What follows belongs to an exercise in optimizing a design on an open flow for small area, a short achievable clock period and few clock cycles per item; a production flow would make more cautious choices. Function was not checked in any run shown here: the RTL went through the layout flow alone. Power and IR drop assume default switching activity.

==> flow/design.v (outline; a module is shown in full before it is edited, if it fits) <==
// module csaFA: 10 lines
// module csaHA: 9 lines
// module peTop: 817 lines
module peTop (
	input wire clk,
	input wire rstN,
	input wire cmdValid,
	input wire [2:0] cmdOp,
	input wire [16-1:0] cmdData,
	output logic cmdReady,
	output logic outValid,
	output logic [16-1:0] outData,
	input wire outReady
);
  // ...
==> flow/flow/run.sh <==
#!/bin/bash
set -euo pipefail
MARGIN=$(cat flow/margin.txt)
bash standard.sh synth > synth.log 2>&1
bash standard.sh SETUP_SLACK_MARGIN="$MARGIN" finish > layout.log 2>&1
==> flow/flow/margin.txt <==
5.8
==> flow/standard.sh <==
#!/bin/bash
# synth_recipe.tcl (not shown) runs the flow's synth.tcl, then flattens the netlist and writes it again
# the make line also repeats each setting of config.mk as NAME=value (left out here)
make -C /OpenROAD-flow-scripts/flow DESIGN_CONFIG=/design/flow/config.mk WORK_HOME=/design/flow/orfs CLKGATE_MAP_FILE= SYNTH_SCRIPT=/design/flow/synth_recipe.tcl "${@:-finish}"
==> flow/config.mk <==
export PLATFORM = sky130hd
export DESIGN_NAME = peTop
export DESIGN_NICKNAME = peTop
export VERILOG_FILES = /design/flow/design.v
export SDC_FILE = /design/flow/constraint.sdc
export NUM_CORES = 4
export LEC_CHECK = 0
export CAP_MARGIN = 20
export CORE_MARGIN = 2
export CORE_UTILIZATION = 40
export SLEW_MARGIN = 20
export SYNTH_HIERARCHICAL = 1
==> flow/constraint.sdc <==
create_clock -name core_clock -period 9.0 [get_ports {clk}]
set_input_delay 1.8000 -clock core_clock [delete_from_list [all_inputs] [get_ports {clk}]]
set_output_delay 1.8000 -clock core_clock [all_outputs]
set_load 0.01 [all_outputs]
==> parameters.txt, run 1 <==
Parameter                              Value

Outcome
  Result of the run ... complete, no violations

STA
  RSZ-0062 raised after global routing ... true
  Slew of the pin with the lowest slew margin ... 1140 ps
  Setup Skew ... 53.1 ps
  Rel. slew slack ... 0.238
  Final Hold Violating Endpoints ... 0

Critical path
  Crit Reg-Reg Endpoint ... accC[18]
  Largest fanout on the critical path ... 6
  Setup crit end kind ... primary output

Placement
  Count of input and output buffers ... 40
  Cells after DPL ... 3,533

Cells and area
  Number of multi-input combinational cells in the layout ... 1,550
  Buffers excl. clock ... 112
  Most used cells in the layout excluding fill and tap cells ... edfxtp_1 (444), dfxtp_1 (187), xnor2_1 (184), fa_1 (143), nand2_1 (134)
  Area Growth Syn to Fin ... 13.5%
  Post-route core utilization ... 0.459
  Number of non-clock inverters ... 86

Drt
  WL per Instance ... 21.9 um
  M1 WL ... 35,400 um
  Drt pass-1 iters ... 7

Global routing
  Vias in the first global route ... 21,100
  GR Layer Usage met1 ... 0.254
  Global-route wire length before repair ... 125,000 um

Synthesis
  Dominant cells by area after synthesis ... edfxtp_1 (39%), dfxtp_1 (11%), fa_1 (8.7%)
  Most common cell in the synthesized netlist ... edfxtp_1
  Top cells by count, synth ... edfxtp_1 (444), dfxtp_1 (191), xnor2_1 (184), fa_1 (147), nand2_1 (134)
  Number of warnings issued by yosys ... 7
  Biggest area consumer among synthesized cells ... edfxtp_1
  Post-synth ARST share ... 0.0757
  Compound-gate portion of the synthesized area ... 0.0863
  Predominant post-synthesis flop cell ... edfxtp_1

Power and ir drop
  Switching share of power ... 0.405

Floorplan
  Initial Utilization ... 0.404

Clocking
  Clock buffer depth ... 3
  Clock transition at the register clock pins on the worst setup and hold paths after CTS ... 60 ps
==> run 2: changes to the inputs <==
--- a/flow/config.mk
+++ b/flow/config.mk
@@ -10,2 +10,4 @@
 export CORE_UTILIZATION = 40
+export CTS_CLUSTER_DIAMETER = 80
+export CTS_CLUSTER_SIZE = 25
 export SLEW_MARGIN = 20
==> parameters.txt, run 2 <==
Parameter                              Value

Critical path
  Cells along the critical path ... buf_6, buf_6, buf_6, buf_6 (was buf_6, buf_6, buf_6)
  Setup crit end kind ... primary output (unchanged)
  Largest fanout on the critical path ... 3 (was 6)
  Slowest cell on crit path ... edfxtp_1 (unchanged)
  Critical Path AT ... 1510 ps (was 1490 ps)
  Dominant cell type by count on the critical path ... buf_6 (unchanged)
  Delay contributed by the slowest stage of the critical path ... 440 ps (was 480 ps)
  Crit path kind ... reg2out (unchanged)
  Critical Path Start Type ... register (unchanged)
  Data required time at the worst endpoint ... 7200 ps (about the same)

Drt
  DR vias/cell ... 5.53 (was 5.52)
  Number of vias in the routed layout ... 20,100 (was 20,500)
  WL per Instance ... 22.1 um (was 21.9 um)
  DRC errors left ... 0 (unchanged)
  Uppermost layer routed ... met4 (unchanged)
  Met2 wire length ... 38,800 um (was 39,200 um)
  Met3 routed WL ... 4170 um (was 4320 um)
  DRT iter0 DRCs ... 1,680 (was 1,674)
  Drt pass-1 iters ... 7 (unchanged)
  Number of antenna-violating nets in the routed design ... 0 (unchanged)
  M1 WL ... 35,400 um (about the same)
  Final wirelength ... 80,300 um (was 81,000 um)

Synthesis
  Portion of synthesized cell area occupied by the leading cell type ... 0.393 (unchanged)
  Distinct cell type count after synthesis ... 81 (unchanged)
  Top cells by count, synth ... edfxtp_1 (444), dfxtp_1 (191), xnor2_1 (184), fa_1 (147), nand2_1 (134) (unchanged)
  Number of enable flip-flop cells after synthesis ... 444 (unchanged)
  Mean cell area of the mapped netlist ... 13.7 um^2 (unchanged)
  Area of the mapped netlist ... 33,900 um^2 (unchanged)
  Most common cell in the synthesized netlist ... edfxtp_1 (unchanged)
  Part of the Yosys area used for sequential elements ... 0.545 (unchanged)
  Number of warnings issued by yosys ... 7 (unchanged)
  Predominant post-synthesis flop cell ... edfxtp_1 (unchanged)
  Post-synth ARST share ... 0.0757 (unchanged)
  Post-Syn Nets ... 2,748 (unchanged)
  Biggest area consumer among synthesized cells ... edfxtp_1 (unchanged)
  Number of synthesized register bits ... 687 (unchanged)
  Number of cells produced by synthesis ... 2,479 (unchanged)
  Dominant cells by area after synthesis ... edfxtp_1 (39%), dfxtp_1 (11%), fa_1 (8.7%) (unchanged)

Placement
  Weighted congestion reported at the end of routability-driven placement ... 0.891 (unchanged)
  Estimated wirelength of the detail-placed design ... 53,100 um (unchanged)
  Placement Setup Slack ... 4780 ps (unchanged)
  Count of input and output buffers ... 40 (unchanged)
  Area post-placement ... 35,400 um^2 (unchanged)
  Cells after DPL ... 3,533 (unchanged)

Clocking
  Clock tree from TritonCTS ... yes (unchanged)
  H-Tree Level Count ... 2 (was 3)
  Clock root cell ... clkbuf_16 (unchanged)
  Number of buffers inserted during clock tree synthesis ... 40 (was 74)
  Sinks on the clock net ... 687 (unchanged)
  Clock transition at the register clock pins on the worst setup and hold paths after CTS ... 100 ps (was 60 ps)
  Insertion delay to the later sink of the worst-skew pair ... 620 ps (was 650 ps)
  Clock buffer depth ... 3 (unchanged)

Floorplan
  Top-Level Pins ... 41 (unchanged)
  Row count ... 106 (unchanged)
  Total die area ... 87,100 um^2 (unchanged)
  Standard cell core area ... 83,800 um^2 (unchanged)
  Overall die height ... 295 um (unchanged)
  Initial Utilization ... 0.404 (unchanged)
  Overall die width ... 295 um (unchanged)

STA
  Highest clock frequency the design can meet ... 302 MHz (was 304 MHz)
  RSZ-0062 raised after global routing ... true (unchanged)
  Final sum of negative setup slack ... 0 ps (unchanged)
  Number of slew-limit violations in the final report ... 0 (unchanged)
  Setup Skew ... 77.2 ps (was 53.1 ps)
  Final cycle utilization of the critical path ... 0.367 (was 0.366)
  Final number of setup-violating endpoints ... 0 (unchanged)
  Rel. slew slack ... 0.228 (was 0.238)
  Final critical delay including setup and external delays ... 3310 ps (was 3290 ps)
  Worst-case setup margin in the final layout ... 5690 ps (was 5710 ps)
  Minimum hold slack ... 368 ps (was 362 ps)
  Final Hold Violating Endpoints ... 0 (unchanged)
  Slew of the pin with the lowest slew margin ... 1160 ps (was 1140 ps)

Run
  Count of maximum capacitance violations ... 0 (unchanged)

Cells and area
  Post-route design area ... 37,300 um^2 (was 38,500 um^2)
  Biggest registers after layout ... wmem: 256 flops, bmem: 128 flops (unchanged)
  Number of nets in the finished design ... 2,746 (was 2,780)
  Most used cells in the layout excluding fill and tap cells ... edfxtp_1 (444), dfxtp_1 (187), xnor2_1 (184), fa_1 (143), nand2_1 (134) (unchanged)
  Area Growth Syn to Fin ... 10.1% (was 13.5%)
  Area occupied by registers ... 18,500 um^2 (unchanged)
  Area of the multi-input gates ... 14,700 um^2 (about the same)
  Most common library cell in the layout ignoring fill and taps ... edfxtp_1 (unchanged)
  Post-route core utilization ... 0.446 (was 0.459)
  Antenna diode instance count ... 0 (unchanged)
  Fraction of final layout cells with drive strength greater than 1 ... 0.132 (was 0.146)
  Number of inserted filler cells in the final layout ... 7,563 (was 7,465)
  Max reg flops ... 256 (unchanged)
  Non-filler cells in the finished layout ... 3,641 (was 3,704)
  Register bank with the most flops ... wmem (unchanged)

Power and ir drop
  Worst vdd ir ... 0.000213 V (was 0.000211 V)
  Static Leakage ... 13.2 nW (was 13.8 nW)
  Power density over cell area ... 414 nW/um^2 (was 427 nW/um^2)
  Power consumption ... 15.4 mW (was 16.4 mW)

Global routing
  Global Route Usage Sum ... 0.185 (was 0.187)
  Global-route wire length before repair ... 124,000 um (was 125,000 um)
  Pin count of the biggest net entering global routing ... 53 (unchanged)
  Final global-route overflow total ... 0 (unchanged)
  Antenna violations before repair ... 0 (was 1)
  Vias in the first global route ... 20,600 (was 21,100)

Outcome
  Result of the run ... complete, no violations (unchanged)

Min path
  Type of the tightest min-delay check ... reg2reg (unchanged)
[run 2: cell count changes in the layout (fill, tap and decap cells not counted), sizes merged]
cell	change
buf	+1
bufbuf	-1
bufinv	-3
clkbuf	-41
clkdlybuf4s15	-1
clkinv	-21
clkinvlp	-1
dlygate4sd2	+1
inv	+3
[run 2: layout make-up]
| type | instances | area share |
|---|---|---|
| clock buffer | 53 | 0.0281 |
| clock inverter | 19 | 0.00861 |
| inverter | 85 | 0.00915 |
| multi-input combinational | 1550 | 0.393 |
| sequential | 687 | 0.495 |
| tap | 1134 | 0.0380 |
| timing repair buffer | 112 | 0.0282 |
| timing repair inverter | 1 | 0.000235 |
[run 2: kinds of logic after synthesis]
kind of cell | Yosys count | share of synthesized area
compound gates | 440 | 0.0863
xor+xnor | 235 | 0.0609
fa+ha+maj | 246 | 0.123
buf+inv | 242 | 0.0285
flops | 687 | 0.545
mux | 154 | 0.0873
other cells | 1 | 0.000111
simple gates | 474 | 0.0689
[run 2: worst paths after layout]
kind / startpoint / end / slack [ps] / depth (start not counted)
hold / removal: clr2 / clr3 / 370 / 0
setup / recovery: outHi / outData[15] / 5690 / 4
hold reg to reg: clr2 / clr3 / 370 / 0
max in group asynchronous: rstN / wRd[0] / 7090 / 2
setup reg to reg: cnt[0] / accC[17] / 5910 / 13
min in group asynchronous: rstN / bWr[1] / 1310 / 2
[run 2: repair_timing]
action	in CTS	in global routing
hold buffers	0	0
gates cloned	5	0
pin swaps	5	8
endpoints found under the setup margin	154	118
gates resized for setup	70	27
buffers inserted	19	12
[run 2: modules after synthesis, one instance, submodules excluded]
| module | cells | times used |
|---|---|---|
| csaFA | 1 | 144 |
| csaHA | 1 | 23 |
| peTop | 2312 | 1 |
[run 2: worst max-delay path, delay by kind of cell (launching register included)]
| kind | cells | cell delay (ps) |
|---|---|---|
| buffers and inverters | 4 | 470 |
| DFF | 1 | 440 |
[run 2: layer usage]
layer | vias to the layer above | GRT usage
met5 | - | 0
met4 | 0 | 0.0532
met3 | 116 | 0.0240
met2 | 587 | 0.307
met1 | 10400 | 0.254
li1 | 9054 | -
[run 2: power by group]
part	leakage (nW)	internal [mW]	switching (mW)
combinational	6.27	3.59	4.15
sequential	6.30	4.43	1.21
clock	0.652	0.944	1.13

[what the ideal ports hide]
How much do the figures lean on ideal ports? The routed layouts below were timed once more, with nothing changed but the port constraints.
Step 1 sets driving cells, clkbuf_16 on the clock port and buf_2 on the other inputs (assumed; they add their load-dependent delay and slew).
Step 2, shift: input delay + t, output delay - t, t = (earliest + latest rising clock arrival at the registers) / 2. This alone moves slack from input paths to output paths.
Three values: ideal ports, drivers, drivers and shift; two values: the first two.
| run | shift t [ns] | setup slack, ns | worst register clock-pin slew, ns |
|---|---|---|---|
| run 1 | 0.684 | 5.706 / 5.645 / 5.395 | 0.07 / 0.07 |
| run 2 | 0.645 | 5.693 / 5.632 / 5.445 | 0.10 / 0.10 |
After both steps setup and hold are still met in every run listed. The setup slack of run 1, which loses most, moves by -0.061 ns with the drivers and by -0.311 ns with both steps.
